Source: an optimization exercise on an open RTL-to-GDS flow (aim: small area, a short achievable clock period and few clock cycles). Production flows keep margins and buffers that such runs may drop. Only simulation tests tie the RTL to the original design; equivalence was not proved. Power figures rest on the tool's default switching activity, not on a simulated workload.

==> run X <==
==> flow/design.v (excerpt) <==
module mcs51_core #(
  parameter int IRAM_SIZE = mcs51_pkg::IRAM_SIZE_DEFAULT
) (
  input  logic        clk,
  input  logic        reset_n,
  output logic [15:0] code_addr,
  input  logic [7:0]  code_rdata,
  output logic [7:0]  sfr_raddr,
  input  logic [7:0]  sfr_rdata,
  output logic [7:0]  sfr_waddr,
  output logic [7:0]  sfr_wdata,
  output logic        sfr_we
);
==> flow/config.mk <==
export PLATFORM = sky130hd
export DESIGN_NAME = mcs51_core
export DESIGN_NICKNAME = mcs51_core
export VERILOG_FILES = /design/flow/design.v
export SDC_FILE = /design/flow/constraint.sdc
export NUM_CORES = 4
export LEC_CHECK = 0
export ABC_CLOCK_PERIOD_IN_PS = 3500
export CAP_MARGIN = 20
export CORE_MARGIN = 2
export CORE_UTILIZATION = 40
export SETUP_SLACK_MARGIN = 5
export SLEW_MARGIN = 20
==> flow/constraint.sdc <==
create_clock -name core_clock -period 10.0 [get_ports {clk}]
set_input_delay 2.0000 -clock core_clock [delete_from_list [all_inputs] [get_ports {clk}]]
set_output_delay 2.0000 -clock core_clock [all_outputs]
set_load 0.01 [all_outputs]
run.sh (not shown) runs the stock make flow with config.mk's settings and CLKGATE_MAP_FILE= SYNTH_SCRIPT=/design/flow/synth_recipe.tcl, a recipe that flattens the netlist after the stock synthesis.
==> run H: changes against run X <==
--- a/flow/design.v
+++ b/flow/design.v
@@ -59,26 +59,40 @@
   logic        r_v;
   logic [3:0]  r_alu;
   logic [1:0]  r_src;
   logic [1:0]  r_dst;
   logic [7:0]  r_imm;
   logic        r_rn;     
   logic [7:0]  raddr;    
   logic        x_v;
-  logic [3:0]  x_alu;
   logic [7:0]  x_reg;    
   logic        x_int;    
   logic [7:0]  waddr;
   logic        x_wr_acc;
   logic        x_wr_iram;
   logic        x_wr_psw;
   logic        x_wr_b;
   logic        x_wr_sp;
   logic        x_wr_cy;
+  logic        x_arith;
+  logic        x_sub;
+  logic        x_usecy;
+  logic        x_and;
+  logic        x_or;
+  logic        x_xor;
+  logic        x_inc;
+  logic        x_dec;
+  logic        x_cpl;
+  logic        x_pass;
+  logic        x_clrc;
+  logic        x_setc;
+  logic        wb_we;
+  logic [6:0]  wb_addr;
+  logic [7:0]  wb_data;
   assign code_addr = pc;
   function automatic logic [1:0] op_length(input logic [7:0] op);
     casez (op)
       8'h02, 8'h75:
         op_length = 2'd3;
       8'h74, 8'hE5, 8'hF5, 8'h24, 8'h34, 8'h94, 8'h54, 8'h44, 8'h64,
       8'h80, 8'h40, 8'h50, 8'h60, 8'h70, 8'b0111_1???, 8'b1101_1???:
         op_length = 2'd2;
@@ -129,70 +143,68 @@
   logic [7:0] acc_fwd;
   logic [7:0] x_next;
   logic       r_int;
   assign bank_eff = x_wr_psw ? x_reg[4:3] : psw[4:3];
   assign addr_eff = r_rn ? {2'b00, bank_eff, raddr[2:0]} : raddr[6:0];
   assign iram_rd  = iram[addr_eff];
   logic       fwd_hit;   
   assign fwd_iram = fwd_hit;
+  logic       wb_hit;    
+  assign wb_hit   = wb_we && (wb_addr == addr_eff);
   assign acc_fwd  = x_wr_acc ? res : acc;
   assign r_int    = raddr[7] && !is_ext_sfr(raddr);
+  logic       sel_ram;
+  logic       sel_res;
+  logic [7:0] x_early;
+  assign sel_ram = (r_src == ES_MEM) && !raddr[7] && !fwd_iram && !wb_hit;
+  assign sel_res = ((r_src == ES_MEM) && !raddr[7] && fwd_iram) || ((r_src == ES_ACC) && x_wr_acc);
   always_comb begin
     case (r_src)
-      ES_IMM:  x_next = r_imm;
-      ES_MEM:  x_next = raddr[7] ? sfr_rdata : (fwd_iram ? res : iram_rd);
-      default: x_next = acc_fwd;
+      ES_IMM:  x_early = r_imm;
+      ES_MEM:  x_early = raddr[7] ? sfr_rdata : wb_data;
+      default: x_early = acc;
     endcase
   end
+  assign x_next = sel_ram ? iram_rd : (sel_res ? res : x_early);
   logic       cy_in;
   logic [7:0] addend;
   logic [4:0] sum_lo;
   logic [4:0] sum_hi;
   logic       is_sub;
   logic       acc_par;
   logic [7:0] int_rd;
   assign acc_par = ^acc;
   always_comb begin
     case (waddr)
       SFR_ACC: int_rd = acc;
       SFR_B:   int_rd = b_reg;
       SFR_PSW: int_rd = {psw, acc_par};
       default: int_rd = sp_reg;
     endcase
   end
-  assign is_sub = (x_alu == EA_SUBB);
-  assign addend = is_sub ? ~x_reg : x_reg;
-  always_comb begin
-    case (x_alu)
-      EA_ADDC: cy_in = psw[7];
-      EA_SUBB: cy_in = !psw[7];
-      default: cy_in = 1'b0;
-    endcase
-  end
+  assign is_sub = x_sub;
+  assign addend = x_reg ^ {8{x_sub}};
+  assign cy_in  = x_usecy && (psw[7] ^ x_sub);
   assign sum_lo = {1'b0, acc[3:0]} + {1'b0, addend[3:0]} + {4'd0, cy_in};
   assign sum_hi = {1'b0, acc[7:4]} + {1'b0, addend[7:4]} + {4'd0, sum_lo[4]};
-  always_comb begin
-    case (x_alu)
-      EA_ADD, EA_ADDC, EA_SUBB: res = {sum_hi[3:0], sum_lo[3:0]};
-      EA_AND:  res = acc & x_reg;
-      EA_OR:   res = acc | x_reg;
-      EA_XOR:  res = acc ^ x_reg;
-      EA_INC:  res = x_reg + 8'd1;
-      EA_DEC:  res = x_reg - 8'd1;
-      EA_CPL:  res = ~x_reg;
-      EA_CLR:  res = 8'h00;
-      default: res = x_int ? int_rd : x_reg;
-    endcase
-  end
+  assign res = ({8{x_arith}} & {sum_hi[3:0], sum_lo[3:0]}) |
+               ({8{x_and}} & (acc & x_reg)) |
+               ({8{x_or}} & (acc | x_reg)) |
+               ({8{x_xor}} & (acc ^ x_reg)) |
+               ({8{x_inc}} & (x_reg + 8'd1)) |
+               ({8{x_dec}} & (x_reg - 8'd1)) |
+               ({8{x_cpl}} & ~x_reg) |
+               ({8{x_pass && !x_int}} & x_reg) |
+               ({8{x_pass && x_int}} & int_rd);
   logic x_flags;
-  assign x_flags = x_v && ((x_alu == EA_ADD) || (x_alu == EA_ADDC) || (x_alu == EA_SUBB));
+  assign x_flags = x_arith;
   always_ff @(posedge clk) begin
-    if (x_wr_iram) iram[waddr[6:0]] <= res;
-    if (x_wr_iram && (waddr[6:5] == 2'b00)) rn_one[waddr[4:0]] <= (res == 8'h01);
+    if (wb_we) iram[wb_addr] <= wb_data;
+    if (wb_we && (wb_addr[6:5] == 2'b00)) rn_one[wb_addr[4:0]] <= (wb_data == 8'h01);
   end
   always_ff @(posedge clk or negedge reset_n) begin
     if (!reset_n) begin
       acc    <= 8'h00;
       psw    <= 7'h00;
       b_reg  <= 8'h00;
       sp_reg <= SP_RESET;
     end else begin
@@ -202,50 +214,72 @@
       if (x_wr_psw) begin
         psw <= res[7:1];
       end else begin
         if (x_flags) begin
           psw[7] <= is_sub ? !sum_hi[4] : sum_hi[4];
           psw[6] <= is_sub ? !sum_lo[4] : sum_lo[4];
           psw[2] <= (acc[7] == addend[7]) && (res[7] != acc[7]);
         end
-        if (x_v && (x_alu == EA_CLRC)) psw[7] <= 1'b0;
-        if (x_v && (x_alu == EA_SETC)) psw[7] <= 1'b1;
+        if (x_clrc) psw[7] <= 1'b0;
+        if (x_setc) psw[7] <= 1'b1;
       end
     end
   end
   always_ff @(posedge clk or negedge reset_n) begin
     if (!reset_n) begin
       x_v       <= 1'b0;
-      x_alu     <= EA_PASS;
-      x_reg     <= 8'h00;
-      x_int     <= 1'b0;
-      waddr     <= 8'h00;
       x_wr_acc  <= 1'b0;
       x_wr_iram <= 1'b0;
       x_wr_psw  <= 1'b0;
       x_wr_b    <= 1'b0;
       x_wr_sp   <= 1'b0;
       x_wr_cy   <= 1'b0;
+      x_arith   <= 1'b0;
+      x_clrc    <= 1'b0;
+      x_setc    <= 1'b0;
+      wb_we     <= 1'b0;
     end else begin
+      wb_we     <= x_wr_iram;
+      x_arith   <= r_v && ((r_alu == EA_ADD) || (r_alu == EA_ADDC) || (r_alu == EA_SUBB));
+      x_clrc    <= r_v && (r_alu == EA_CLRC);
+      x_setc    <= r_v && (r_alu == EA_SETC);
       x_v       <= r_v;
-      x_alu     <= r_alu;
-      x_reg     <= x_next;
-      x_int     <= (r_src == ES_MEM) && r_int;
-      waddr     <= {raddr[7], addr_eff};
       x_wr_acc  <= r_v && ((r_dst == ED_ACC) || ((r_dst == ED_MEM) && (raddr == SFR_ACC)));
       x_wr_iram <= r_v && (r_dst == ED_MEM) && !raddr[7];
       x_wr_psw  <= r_v && (r_dst == ED_MEM) && (raddr == SFR_PSW);
       x_wr_b    <= r_v && (r_dst == ED_MEM) && (raddr == SFR_B);
       x_wr_sp   <= r_v && (r_dst == ED_MEM) && (raddr == SFR_SP);
       x_wr_cy   <= r_v && ((r_alu == EA_ADD) || (r_alu == EA_ADDC) || (r_alu == EA_SUBB) ||
                            (r_alu == EA_CLRC) || (r_alu == EA_SETC) ||
                            ((r_dst == ED_MEM) && (raddr == SFR_PSW)));
     end
   end
+  always_ff @(posedge clk) begin
+    wb_addr   <= waddr[6:0];
+    wb_data   <= res;
+    x_sub     <= (r_alu == EA_SUBB);
+    x_usecy   <= (r_alu == EA_ADDC) || (r_alu == EA_SUBB);
+    x_and     <= (r_alu == EA_AND);
+    x_or      <= (r_alu == EA_OR);
+    x_xor     <= (r_alu == EA_XOR);
+    x_inc     <= (r_alu == EA_INC);
+    x_dec     <= (r_alu == EA_DEC);
+    x_cpl     <= (r_alu == EA_CPL);
+    x_pass    <= (r_alu == EA_PASS);
+    x_reg     <= x_next;
+    x_int     <= (r_src == ES_MEM) && r_int;
+    waddr     <= {raddr[7], addr_eff};
+    r_alu     <= ctl[7:4];
+    r_src     <= ctl[3:2];
+    r_dst     <= ctl[1:0];
+    r_imm     <= code_rdata;
+    pend_kind <= f_opc[5:4];
+    pend_tgt  <= pc_rel;
+  end
   logic [7:0]  dop;
   logic [1:0]  len;
   logic [8:0]  ctl;
   logic [15:0] pc_inc;
   logic [15:0] pc_rel;
   logic        is_rn2;
   logic        is_djnz;
   logic        is_jcc;
@@ -257,29 +291,34 @@
   logic        pend;
   logic [1:0]  pend_kind;
   logic [15:0] pend_tgt;
   logic        pend_taken;
   assign dop     = (fst == F_OPC) ? code_rdata : f_opc;
   assign len     = op_length(dop);
   assign ctl     = exec_ctl(dop);
   assign pc_inc  = pc + 16'd1;
-  logic [8:0]  rel_lo;
+  logic [4:0]  rel_l;
+  logic [4:0]  rel_h0;
+  logic [4:0]  rel_h1;
+  logic [4:0]  rel_h;
   logic [7:0]  hi_p1;
   logic [7:0]  hi_m1;
-  assign rel_lo = {1'b0, pc_inc[7:0]} + {1'b0, code_rdata};
+  logic        up;
+  logic        dn;
+  assign rel_l  = {1'b0, pc_inc[3:0]} + {1'b0, code_rdata[3:0]};
+  assign rel_h0 = {1'b0, pc_inc[7:4]} + {1'b0, code_rdata[7:4]};
+  assign rel_h1 = {1'b0, pc_inc[7:4]} + {1'b0, code_rdata[7:4]} + 5'd1;
+  assign rel_h  = ({5{!rel_l[4]}} & rel_h0) | ({5{rel_l[4]}} & rel_h1);
   assign hi_p1  = pc_inc[15:8] + 8'd1;
   assign hi_m1  = pc_inc[15:8] - 8'd1;
-  always_comb begin
-    case ({rel_lo[8], code_rdata[7]})
-      2'b10:   pc_rel = {hi_p1, rel_lo[7:0]};
-      2'b01:   pc_rel = {hi_m1, rel_lo[7:0]};
-      default: pc_rel = {pc_inc[15:8], rel_lo[7:0]};
-    endcase
-  end
+  assign up     = rel_h[4] && !code_rdata[7];
+  assign dn     = !rel_h[4] && code_rdata[7];
+  assign pc_rel = {({8{up}} & hi_p1) | ({8{dn}} & hi_m1) | ({8{!up && !dn}} & pc_inc[15:8]),
+                   rel_h[3:0], rel_l[3:0]};
   assign is_rn2  = (f_opc[7:3] == 5'b0111_1) || (f_opc[7:3] == 5'b1101_1);
   assign is_djnz = (f_opc[7:3] == 5'b1101_1);
   assign is_jcc  = (f_opc == 8'h40) || (f_opc == 8'h50) || (f_opc == 8'h60) || (f_opc == 8'h70);
   function automatic logic jcond(input logic [1:0] kind, input logic [7:0] a, input logic c);
     case (kind)
       2'd0:    jcond = c;
       2'd1:    jcond = !c;
       2'd2:    jcond = (a == 8'h00);
@@ -306,17 +345,17 @@
     end
   end
   assign nx_eff  = nx_rn ? {2'b00, bank_eff, nx_raddr[2:0]} : nx_raddr[6:0];
   assign djnz_hz = djnz_hz_q;
   assign pend_taken = pend && jcond(pend_kind, acc, psw[7]);
   assign stall      = (fst == F_B1) && is_djnz && djnz_hz;
   always_comb begin
     if (f_opc == 8'h80) taken = 1'b1;
-    else if (is_djnz) taken = !rn_one[addr_eff[4:0]];
+    else if (is_djnz) taken = wb_hit ? (wb_data != 8'h01) : !rn_one[addr_eff[4:0]];
     else taken = is_jcc && !cond_hz && cond;
   end
   logic issue;
   always_comb begin
     case (fst)
       F_OPC:   issue = (len == 2'd1) && !pend_taken;
       F_B1:    issue = (len == 2'd2) && !stall;
       default: issue = 1'b1;
@@ -326,40 +365,28 @@
     if (!reset_n) begin
       pc        <= 16'h0000;
       fst       <= F_OPC;
       f_opc     <= 8'h00;
       f_op1     <= 8'h00;
       pend      <= 1'b0;
       djnz_hz_q <= 1'b0;
       fwd_hit   <= 1'b0;
-      pend_kind <= 2'd0;
-      pend_tgt  <= 16'h0000;
       r_v       <= 1'b0;
-      r_alu     <= EA_PASS;
-      r_src     <= ES_ACC;
-      r_dst     <= ED_NONE;
-      r_imm     <= 8'h00;
       r_rn      <= 1'b0;
       raddr     <= 8'h00;
       sfr_we    <= 1'b0;
       sfr_waddr <= 8'h00;
       sfr_wdata <= 8'h00;
     end else begin
       sfr_we    <= 1'b0;
       pend      <= 1'b0;
       fwd_hit   <= r_wr_iram && !nx_raddr[7] && (addr_eff == nx_eff);
       djnz_hz_q <= (fst == F_OPC) && r_wr_iram && (addr_eff == nx_eff);
-      r_v    <= issue && ctl[8];
-      if (issue) begin
-        r_alu <= ctl[7:4];
-        r_src <= ctl[3:2];
-        r_dst <= ctl[1:0];
-        r_imm <= code_rdata;
-      end
+      r_v       <= issue && ctl[8];
       case (fst)
         F_OPC: begin
           if (pend_taken) begin
             pc <= pend_tgt;
           end else begin
             pc    <= pc_inc;
             f_opc <= code_rdata;
             raddr <= {5'b00000, code_rdata[2:0]};
@@ -372,21 +399,17 @@
             pc    <= taken ? pc_rel : pc_inc;
             f_op1 <= code_rdata;
             if (!is_rn2) begin
               raddr <= code_rdata;
               r_rn  <= 1'b0;
             end
             if (len == 2'd3) fst <= F_B2;
             else fst <= F_OPC;
-            if (is_jcc && cond_hz) begin
-              pend      <= 1'b1;
-              pend_kind <= f_opc[5:4];
-              pend_tgt  <= pc_rel;
-            end
+            if (is_jcc && cond_hz) pend <= 1'b1;
             if (f_opc == 8'hF5 && is_ext_sfr(code_rdata)) begin
               sfr_we    <= 1'b1;
               sfr_waddr <= code_rdata;
               sfr_wdata <= acc_fwd;
             end
           end
         end
         default: begin
==> flow/flow/run.sh (new file) <==
#!/bin/bash
# The standard ORFS layout with two changes: adders are left to ABC as plain
# gates (no full/half-adder cells, which ABC cannot restructure for speed), and
# timing repair aims past the clock period (repair_timing's setup margin).
set -euo pipefail
bash standard.sh SETUP_SLACK_MARGIN=6.5 ADDER_MAP_FILE= finish > standard_flow.log 2>&1
==> flow/standard.sh (new file) <==
#!/bin/bash
# synth_recipe.tcl (not shown) runs the flow's synth.tcl, then flattens the netlist and writes it again
# the make line also repeats each setting of config.mk as NAME=value (left out here)
make -C /OpenROAD-flow-scripts/flow DESIGN_CONFIG=/design/flow/config.mk WORK_HOME=/design/flow/orfs CLKGATE_MAP_FILE= SYNTH_SCRIPT=/design/flow/synth_recipe.tcl "${@:-finish}"
Settings changed: ABC_CLOCK_PERIOD_IN_PS 3500 to default, SETUP_SLACK_MARGIN 5 to default.
removed: flow/run.sh
==> run D: changes against run X <==
--- a/flow/design.v
+++ b/flow/design.v
@@ -42,17 +42,16 @@
   output logic [7:0]  sfr_waddr,
   output logic [7:0]  sfr_wdata,
   output logic        sfr_we
 );
   localparam logic [1:0] F_OPC = 2'd0;
   localparam logic [1:0] F_B1  = 2'd1;
   localparam logic [1:0] F_B2  = 2'd2;
   logic [7:0] iram [128];
-  logic [31:0] rn_one;   
   logic [7:0] acc;
   logic [7:1] psw;       
   logic [7:0] b_reg;
   logic [7:0] sp_reg;
   logic [15:0] pc;
   logic [1:0]  fst;
   logic [7:0]  f_opc;
   logic [7:0]  f_op1;
@@ -127,18 +126,17 @@
   logic [7:0] res;
   logic       fwd_iram;
   logic [7:0] acc_fwd;
   logic [7:0] x_next;
   logic       r_int;
   assign bank_eff = x_wr_psw ? x_reg[4:3] : psw[4:3];
   assign addr_eff = r_rn ? {2'b00, bank_eff, raddr[2:0]} : raddr[6:0];
   assign iram_rd  = iram[addr_eff];
-  logic       fwd_hit;   
-  assign fwd_iram = fwd_hit;
+  assign fwd_iram = x_wr_iram && (waddr[6:0] == addr_eff);
   assign acc_fwd  = x_wr_acc ? res : acc;
   assign r_int    = raddr[7] && !is_ext_sfr(raddr);
   always_comb begin
     case (r_src)
       ES_IMM:  x_next = r_imm;
       ES_MEM:  x_next = raddr[7] ? sfr_rdata : (fwd_iram ? res : iram_rd);
       default: x_next = acc_fwd;
     endcase
@@ -182,17 +180,16 @@
       EA_CLR:  res = 8'h00;
       default: res = x_int ? int_rd : x_reg;
     endcase
   end
   logic x_flags;
   assign x_flags = x_v && ((x_alu == EA_ADD) || (x_alu == EA_ADDC) || (x_alu == EA_SUBB));
   always_ff @(posedge clk) begin
     if (x_wr_iram) iram[waddr[6:0]] <= res;
-    if (x_wr_iram && (waddr[6:5] == 2'b00)) rn_one[waddr[4:0]] <= (res == 8'h01);
   end
   always_ff @(posedge clk or negedge reset_n) begin
     if (!reset_n) begin
       acc    <= 8'h00;
       psw    <= 7'h00;
       b_reg  <= 8'h00;
       sp_reg <= SP_RESET;
     end else begin
@@ -257,66 +254,36 @@
   logic        pend;
   logic [1:0]  pend_kind;
   logic [15:0] pend_tgt;
   logic        pend_taken;
   assign dop     = (fst == F_OPC) ? code_rdata : f_opc;
   assign len     = op_length(dop);
   assign ctl     = exec_ctl(dop);
   assign pc_inc  = pc + 16'd1;
-  logic [8:0]  rel_lo;
-  logic [7:0]  hi_p1;
-  logic [7:0]  hi_m1;
-  assign rel_lo = {1'b0, pc_inc[7:0]} + {1'b0, code_rdata};
-  assign hi_p1  = pc_inc[15:8] + 8'd1;
-  assign hi_m1  = pc_inc[15:8] - 8'd1;
-  always_comb begin
-    case ({rel_lo[8], code_rdata[7]})
-      2'b10:   pc_rel = {hi_p1, rel_lo[7:0]};
-      2'b01:   pc_rel = {hi_m1, rel_lo[7:0]};
-      default: pc_rel = {pc_inc[15:8], rel_lo[7:0]};
-    endcase
-  end
+  assign pc_rel  = pc_inc + {{8{code_rdata[7]}}, code_rdata};
   assign is_rn2  = (f_opc[7:3] == 5'b0111_1) || (f_opc[7:3] == 5'b1101_1);
   assign is_djnz = (f_opc[7:3] == 5'b1101_1);
   assign is_jcc  = (f_opc == 8'h40) || (f_opc == 8'h50) || (f_opc == 8'h60) || (f_opc == 8'h70);
   function automatic logic jcond(input logic [1:0] kind, input logic [7:0] a, input logic c);
     case (kind)
       2'd0:    jcond = c;
       2'd1:    jcond = !c;
       2'd2:    jcond = (a == 8'h00);
       default: jcond = (a != 8'h00);
     endcase
   endfunction
   assign cond       = jcond(f_opc[5:4], acc, psw[7]);
   assign cond_hz    = f_opc[5] ? x_wr_acc : x_wr_cy;
-  logic       r_wr_iram;
-  logic       nx_rn;
-  logic [7:0] nx_raddr;
-  logic [6:0] nx_eff;
-  logic       djnz_hz_q;
-  assign r_wr_iram = r_v && (r_dst == ED_MEM) && !raddr[7];
-  always_comb begin
-    nx_rn    = r_rn;
-    nx_raddr = raddr;
-    if (fst == F_OPC) begin
-      nx_rn    = 1'b1;
-      nx_raddr = {5'b00000, code_rdata[2:0]};
-    end else if (fst == F_B1 && !is_rn2) begin
-      nx_rn    = 1'b0;
-      nx_raddr = code_rdata;
-    end
-  end
-  assign nx_eff  = nx_rn ? {2'b00, bank_eff, nx_raddr[2:0]} : nx_raddr[6:0];
-  assign djnz_hz = djnz_hz_q;
+  assign djnz_hz    = x_wr_iram && (waddr[6:0] == addr_eff);
   assign pend_taken = pend && jcond(pend_kind, acc, psw[7]);
   assign stall      = (fst == F_B1) && is_djnz && djnz_hz;
   always_comb begin
     if (f_opc == 8'h80) taken = 1'b1;
-    else if (is_djnz) taken = !rn_one[addr_eff[4:0]];
+    else if (is_djnz) taken = (iram_rd != 8'h01);
     else taken = is_jcc && !cond_hz && cond;
   end
   logic issue;
   always_comb begin
     case (fst)
       F_OPC:   issue = (len == 2'd1) && !pend_taken;
       F_B1:    issue = (len == 2'd2) && !stall;
       default: issue = 1'b1;
@@ -324,35 +291,31 @@
   end
   always_ff @(posedge clk or negedge reset_n) begin
     if (!reset_n) begin
       pc        <= 16'h0000;
       fst       <= F_OPC;
       f_opc     <= 8'h00;
       f_op1     <= 8'h00;
       pend      <= 1'b0;
-      djnz_hz_q <= 1'b0;
-      fwd_hit   <= 1'b0;
       pend_kind <= 2'd0;
       pend_tgt  <= 16'h0000;
       r_v       <= 1'b0;
       r_alu     <= EA_PASS;
       r_src     <= ES_ACC;
       r_dst     <= ED_NONE;
       r_imm     <= 8'h00;
       r_rn      <= 1'b0;
       raddr     <= 8'h00;
       sfr_we    <= 1'b0;
       sfr_waddr <= 8'h00;
       sfr_wdata <= 8'h00;
     end else begin
-      sfr_we    <= 1'b0;
-      pend      <= 1'b0;
-      fwd_hit   <= r_wr_iram && !nx_raddr[7] && (addr_eff == nx_eff);
-      djnz_hz_q <= (fst == F_OPC) && r_wr_iram && (addr_eff == nx_eff);
+      sfr_we <= 1'b0;
+      pend   <= 1'b0;
       r_v    <= issue && ctl[8];
       if (issue) begin
         r_alu <= ctl[7:4];
         r_src <= ctl[3:2];
         r_dst <= ctl[1:0];
         r_imm <= code_rdata;
       end
       case (fst)
Settings changed: ABC_CLOCK_PERIOD_IN_PS 3500 to default.
==> run P: changes against run X <==
--- a/flow/design.v
+++ b/flow/design.v
@@ -343,23 +343,23 @@
       sfr_we    <= 1'b0;
       sfr_waddr <= 8'h00;
       sfr_wdata <= 8'h00;
     end else begin
       sfr_we    <= 1'b0;
       pend      <= 1'b0;
       fwd_hit   <= r_wr_iram && !nx_raddr[7] && (addr_eff == nx_eff);
       djnz_hz_q <= (fst == F_OPC) && r_wr_iram && (addr_eff == nx_eff);
-      r_v    <= issue && ctl[8];
-      if (issue) begin
-        r_alu <= ctl[7:4];
-        r_src <= ctl[3:2];
-        r_dst <= ctl[1:0];
-        r_imm <= code_rdata;
-      end
+      r_v       <= issue && ctl[8];
+      r_alu     <= ctl[7:4];
+      r_src     <= ctl[3:2];
+      r_dst     <= ctl[1:0];
+      r_imm     <= code_rdata;
+      pend_kind <= f_opc[5:4];
+      pend_tgt  <= pc_rel;
       case (fst)
         F_OPC: begin
           if (pend_taken) begin
             pc <= pend_tgt;
           end else begin
             pc    <= pc_inc;
             f_opc <= code_rdata;
             raddr <= {5'b00000, code_rdata[2:0]};
@@ -372,21 +372,17 @@
             pc    <= taken ? pc_rel : pc_inc;
             f_op1 <= code_rdata;
             if (!is_rn2) begin
               raddr <= code_rdata;
               r_rn  <= 1'b0;
             end
             if (len == 2'd3) fst <= F_B2;
             else fst <= F_OPC;
-            if (is_jcc && cond_hz) begin
-              pend      <= 1'b1;
-              pend_kind <= f_opc[5:4];
-              pend_tgt  <= pc_rel;
-            end
+            if (is_jcc && cond_hz) pend <= 1'b1;
             if (f_opc == 8'hF5 && is_ext_sfr(code_rdata)) begin
               sfr_we    <= 1'b1;
               sfr_waddr <= code_rdata;
               sfr_wdata <= acc_fwd;
             end
           end
         end
         default: begin
==> flow/flow/run.sh (new file) <==
#!/bin/bash
# The standard ORFS layout, with timing repair aimed past the clock period
# (repair_timing's setup margin) so that the achieved period is shorter.
set -euo pipefail
bash standard.sh SETUP_SLACK_MARGIN=6.5 finish > standard_flow.log 2>&1
==> flow/standard.sh (new file) <==
#!/bin/bash
# synth_recipe.tcl (not shown) runs the flow's synth.tcl, then flattens the netlist and writes it again
# the make line also repeats each setting of config.mk as NAME=value (left out here)
make -C /OpenROAD-flow-scripts/flow DESIGN_CONFIG=/design/flow/config.mk WORK_HOME=/design/flow/orfs CLKGATE_MAP_FILE= SYNTH_SCRIPT=/design/flow/synth_recipe.tcl "${@:-finish}"
Settings changed: ABC_CLOCK_PERIOD_IN_PS 3500 to default, SETUP_SLACK_MARGIN 5 to default.
removed: flow/run.sh
==> comparison <==
- Cell count: run P > run H > run X > run D.
- Run D passed the timing, DRC and antenna checks. Run X finished clean. Run P finished with timing, DRC and antenna clean. Run H finished with timing, DRC and antenna clean.
- Clock skew, lowest first: run P, run H, run D, run X.
- Of run P and run H, run P has the higher count of clock-buffer cells in the layout (gap 14).
- In run D the via count is lower than in run P, by 12%.
- Hold slack, lowest first: run H, run P, run X, run D.
- Combinational power, highest first: run P, run X, run D, run H.
Testbench counts of run X, summed over its fixed seeds: cycles 39,651.
Testbench counts of run H, summed over its fixed seeds: cycles 39,651.
Testbench counts of run D, summed over its fixed seeds: cycles 39,651.
Testbench counts of run P, summed over its fixed seeds: cycles 39,651.

## port drivers added, routing unchanged
The flow's constraints put no driver on any port. The routed layouts listed below were extracted and timed again, unchanged, in two steps. Step 1: set_driving_cell puts a clkbuf_16 on clk and a buf_2 on each other input, an assumption about the parent block. Step 2, shift: input delay + t, output delay - t, t = (earliest + latest rising clock arrival at the registers) / 2. This alone moves slack from input paths to output paths. Three values: no drivers, after step 1, after step 2; two values: the first two.
| run | t (ns) | setup WS [ns] | hold slack, ns | worst slew at a driven data input, ns | cell pins on the clock port's net |
|---|---|---|---|---|---|
| run X | 0.830 | 5.087 / 5.087 / 4.384 | 0.384 / 0.384 / 0.384 | 0.04 | 1 |
| run H | 0.785 | 6.124 / 6.159 / 5.374 | 0.352 / 0.352 / 0.352 | 0.09 | 1 |
| run D | 0.776 | 5.096 / 5.096 / 4.518 | 0.470 / 0.470 / 0.470 | 0.07 | 1 |
| run P | 0.833 | 5.230 / 5.230 / 4.536 | 0.383 / 0.383 / 0.383 | 0.07 | 1 |
After both steps every run listed still meets setup and hold. For run H, which loses most, drivers alone change the setup slack by +0.035 ns; drivers and shift together by -0.750 ns.
